Background: an optimization exercise with open tools, aiming at small area and few clock cycles per item. Do not read the settings as production practice. Function was checked by simulation only, so behaviour that the tests miss may differ from the original.

== job 8795 ==
// air_quality_index_daily_summary
module air_quality_index_daily_summary #(
  parameter int PERIODS_PER_DAY = 6
) (
  input  logic                clk,
  input  logic                rst_n,
  input  logic                cfg_we,
  input  logic [1:0]          cfg_index,
  input  logic [13:0]         cfg_wdata,
  input  logic                in_valid,
  output logic                in_ready,
  input  logic [13:0]         in_pm25_tenths,
  input  logic [13:0]         in_co2_ppm,
  input  logic signed [10:0]  in_temperature_tenths,
  input  logic [9:0]          in_humidity_tenths,
  output logic                out_valid,
  input  logic                out_ready,
  output logic [8:0]          out_aqi_index,
  output logic [2:0]          out_aqi_level,
  output logic [1:0]          out_co2_level,
  output logic signed [11:0]  out_thi_tenths,
  output logic [1:0]          out_thi_level,
  output logic                out_day_done,
  output logic [8:0]          out_avg_aqi,
  output logic [13:0]         out_avg_co2,
  output logic signed [11:0]  out_avg_thi_tenths,
  output logic [2:0]          out_rec_aqi_level,
  output logic [1:0]          out_rec_co2_level,
  output logic [2:0]          out_rec_thi_level
);
  localparam int CNT_W = $clog2(PERIODS_PER_DAY);
  logic [13:0]        co2_good_r;
  logic [13:0]        co2_moderate_r;
  logic [13:0]        co2_high_r;
  logic               adv;
  logic [18:0]        thi_z;
  logic               thi_neg;
  logic               s1_valid_r;
  logic [13:0]        s1_pm_r;
  logic [13:0]        s1_co2_r;
  logic [18:0]        s1_thi_z_r;
  logic               s1_thi_neg_r;
  logic [8:0]         aqi_c;
  logic [11:0]        thi_q;
  logic [11:0]        thi_u;
  logic [1:0]         co2_lvl_c;
  logic               day_r;
  logic [11:0]        base_aqi;
  logic [15:0]        base_co2;
  logic [13:0]        base_thi;
  logic [16:0]        co2_add;
  logic               s2_valid_r;
  logic [8:0]         s2_aqi_r;
  logic [1:0]         s2_co2_lvl_r;
  logic signed [11:0] s2_thi_r;
  ...
For scale: roughly 160 flip-flops, roughly 140 I/O pins, about 0.021 sq mm of cells after synthesis.
clock: 11.0 ns
lec_check: 0
abc_area: 1
cap_margin: 20
core_margin: 2
core_utilization: 65
slew_margin: 20
synth_hierarchical: 1
synth_minimum_keep_size: 0
run.sh (not shown) runs the stock make flow with config.mk's settings and CLKGATE_MAP_FILE= SYNTH_SCRIPT=/design/flow/synth_recipe.tcl, a recipe that flattens the netlist after the stock synthesis.
In summary, job 8795 completed successfully, with a layout that passed the timing, design-rule and antenna checks.
Testbench counts of job 8795, summed over its fixed seeds: cycles 24,016, items 24,000.
[inputs] job 1708 vs job 8795
diff --git a/flow/config.mk b/flow/config.mk
--- a/flow/config.mk
+++ b/flow/config.mk
@@ -10,3 +10,3 @@
 export CORE_MARGIN = 2
-export CORE_UTILIZATION = 65
+export CORE_UTILIZATION = 40
 export SLEW_MARGIN = 20
Notes after the runs:
- In the reports for job 1708 and job 8795, the larger insertion delay to the later sink of the worst-skew pair belongs to job 1708.
- Well tap count (job 1708 vs. job 8795) increases by more than half
- Highest clock rate delta for job 1708 relative to job 8795: 1.1% higher
- Count of fill cells added during filler insertion (job 1708 / job 8795): 2.1
- Job 1708 and job 8795 ended up with nearly the same cell count after synthesis.
- On clock skew, job 8795 tracks job 1708 almost exactly.
- NOTE per-cell routed wire length job 8795->job 1708 decreased by a few percent
- In job 1708 the multi-input gate share of the layout cell area turned out 0.86 points lower than in job 8795.
- Against job 8795, job 1708 comes in 0.66 points higher on area growth from synthesis to layout.
- Looking at worst setup timing slack at the placement stage across both flows, job 1708 is the stronger of the two, with job 8795 trailing.
Input-level comparison between job 7985 and job 1708:
==> flow/flow/run.sh (new file) <==
#!/bin/bash
# Layout flow: the standard flow, with the port buffers made of the smallest
# buffer cell (buf_1) instead of the resizer's default choice.
set -e
export BUFFER_PORTS_ARGS="-buffer_cell sky130_fd_sc_hd__buf_1"
bash standard.sh > standard.log 2>&1
==> flow/standard.sh (new file) <==
#!/bin/bash
# synth_recipe.tcl (not shown) runs the flow's synth.tcl, then flattens the netlist and writes it again
# the make line also repeats each setting of config.mk as NAME=value (left out here)
make -C /OpenROAD-flow-scripts/flow DESIGN_CONFIG=/design/flow/config.mk WORK_HOME=/design/flow/orfs CLKGATE_MAP_FILE= SYNTH_SCRIPT=/design/flow/synth_recipe.tcl "${@:-finish}"
removed: flow/run.sh
--- outcome ---
Diff job 1708 -> job 7985 | final setup skew | decrease of 0.0036 ns. Of job 1708 and job 7985, job 7985 shows the higher non-clock buffer count, with job 1708 below it. The number of nets in the layout was comparable across job 1708 and job 7985. Via total after detailed routing delta (job 1708 -> job 7985): insignificant. Taking job 1708 as the reference, in job 7985 number of iterations in the first detailed-routing pass rose 1; setup slack fell 0.064 ns.
#### Input delta (job 5588 over job 7985)
==> flow/run.sh (new file) <==
#!/bin/bash
# synth_recipe.tcl (not shown) runs the flow's synth.tcl, then flattens the netlist and writes it again
# the make line also repeats each setting of config.mk as NAME=value (left out here)
make -C /OpenROAD-flow-scripts/flow DESIGN_CONFIG=/design/flow/config.mk WORK_HOME=/design/flow/orfs CLKGATE_MAP_FILE= SYNTH_SCRIPT=/design/flow/synth_recipe.tcl finish
diff --git a/flow/config.mk b/flow/config.mk
--- a/flow/config.mk
+++ b/flow/config.mk
@@ -11,2 +11,3 @@
 export CORE_UTILIZATION = 40
+export CTS_BUF_LIST = sky130_fd_sc_hd__clkbuf_8
 export SLEW_MARGIN = 20
removed: flow/flow/run.sh
removed: flow/standard.sh
- Summary of job 5588 over job 7985: global placement routability congestion increased about 1%, setup slack climbed 0.062 ns, number of nets at the end of the flow about even, cell area went up by about 2.6%.


## exp/sierra
air_quality_index_daily_summary, a different RTL version from the one above (not shown whole).
Size in the first run: roughly 150 flip-flops, ~140 I/O pins, about 19,000 µm² of cells after synthesis.
clock: 11.0 ns
lec_check: 0
abc_area: 1
cap_margin: 20
core_margin: 2
core_utilization: 40
slew_margin: 20
synth_hierarchical: 1
synth_minimum_keep_size: 0
standard.sh (not shown) runs the stock make flow with config.mk's settings and CLKGATE_MAP_FILE= SYNTH_SCRIPT=/design/flow/synth_recipe.tcl, a recipe that flattens the netlist after the stock synthesis.
==> flow/flow/run.sh <==
#!/bin/bash
# Layout flow: the standard flow (standard.sh), with
#  - the port buffers made of the smallest buffer cell (buf_1) instead of the
#    resizer's default choice (a delay buffer), and
#  - clock tree synthesis with clkbuf_8 buffers and without dummy loads.
set -e
export BUFFER_PORTS_ARGS="-buffer_cell sky130_fd_sc_hd__buf_1"
export CTS_ARGS="-sink_clustering_enable -repair_clock_nets -buf_list sky130_fd_sc_hd__clkbuf_8 -dont_use_dummy_load"
bash standard.sh > standard.log 2>&1
Testbench counts of exp/sierra, summed over its fixed seeds: cycles 24,016, items 24,000.
Input changes introduced in exp/nickel (baseline for comparison: exp/sierra):
==> flow/flow/run.sh <==
#!/bin/bash
set -e
export BUFFER_PORTS_ARGS="-buffer_cell sky130_fd_sc_hd__buf_1"
export CTS_ARGS="-sink_clustering_enable -repair_clock_nets -buf_list {sky130_fd_sc_hd__clkbuf_4 sky130_fd_sc_hd__clkbuf_8} -dont_use_dummy_load"
bash standard.sh > standard.log 2>&1
### Flow results
Comparing exp/nickel against exp/sierra, there is no change at all in utilization.
Changes observed in exp/nickel relative to exp/sierra: number of non-clock buffers did not really move; sequential cell count of the final layout comparable; final instance area stayed essentially flat; slew at the pin with the worst max-slew slack flat.
Share of synthesized flip-flops with an asynchronous set or reset: exp/sierra vs exp/nickel identical
Comparing exp/nickel against exp/sierra, there is no change at all in ratio of final minimum period to clock period.
Post-CTS setup repair buffer count: exp/nickel vs exp/sierra identical
Between exp/nickel and exp/sierra, the total instance count after detailed placement does not differ in any meaningful way.
Re worst setup slack: no difference whatsoever between exp/nickel and exp/sierra.

==> re-timing with driven ports <==
In the flow no input, the clock included, has a driving cell. The finished layouts below were timed again as built, in two steps.
Step 1 (the two cells are an assumption about what drives the block):
set clk [get_ports {clk}]
set_driving_cell -lib_cell sky130_fd_sc_hd__clkbuf_16 $clk
set_driving_cell -lib_cell sky130_fd_sc_hd__buf_2 [delete_from_list [all_inputs] $clk]
Step 2 adds t to the input delays and takes it off the output delays; t is the mean of the earliest and latest rising clock arrival at the registers after step 1. Input paths then give back, and output paths get back, about the clock's delay inside the block.
Slacks: ideal / step 1 / step 2; pairs: ideal / step 1.
| run | t (ns) | slack for setup (ns) | worst register clock-pin slew, ns | pins driven straight from the clock port |
|---|---|---|---|---|
| job 8795 | 0.490 | 0.341 / 0.341 / 0.341 | 0.08 / 0.08 | 1 |
| job 1708 | 0.528 | 0.455 / 0.455 / 0.455 | 0.07 / 0.07 | 1 |
| job 7985 | 0.512 | 0.390 / 0.390 / 0.390 | 0.07 / 0.07 | 1 |
| job 5588 | 0.582 | 0.452 / 0.452 / 0.452 | 0.10 / 0.10 | 1 |
| exp/sierra | 0.517 | 1.099 / 1.118 / 0.601 | 0.10 / 0.10 | 1 |
| exp/nickel | 0.517 | 1.099 / 1.118 / 0.601 | 0.10 / 0.10 | 1 |
After both steps every run listed still meets setup and hold.
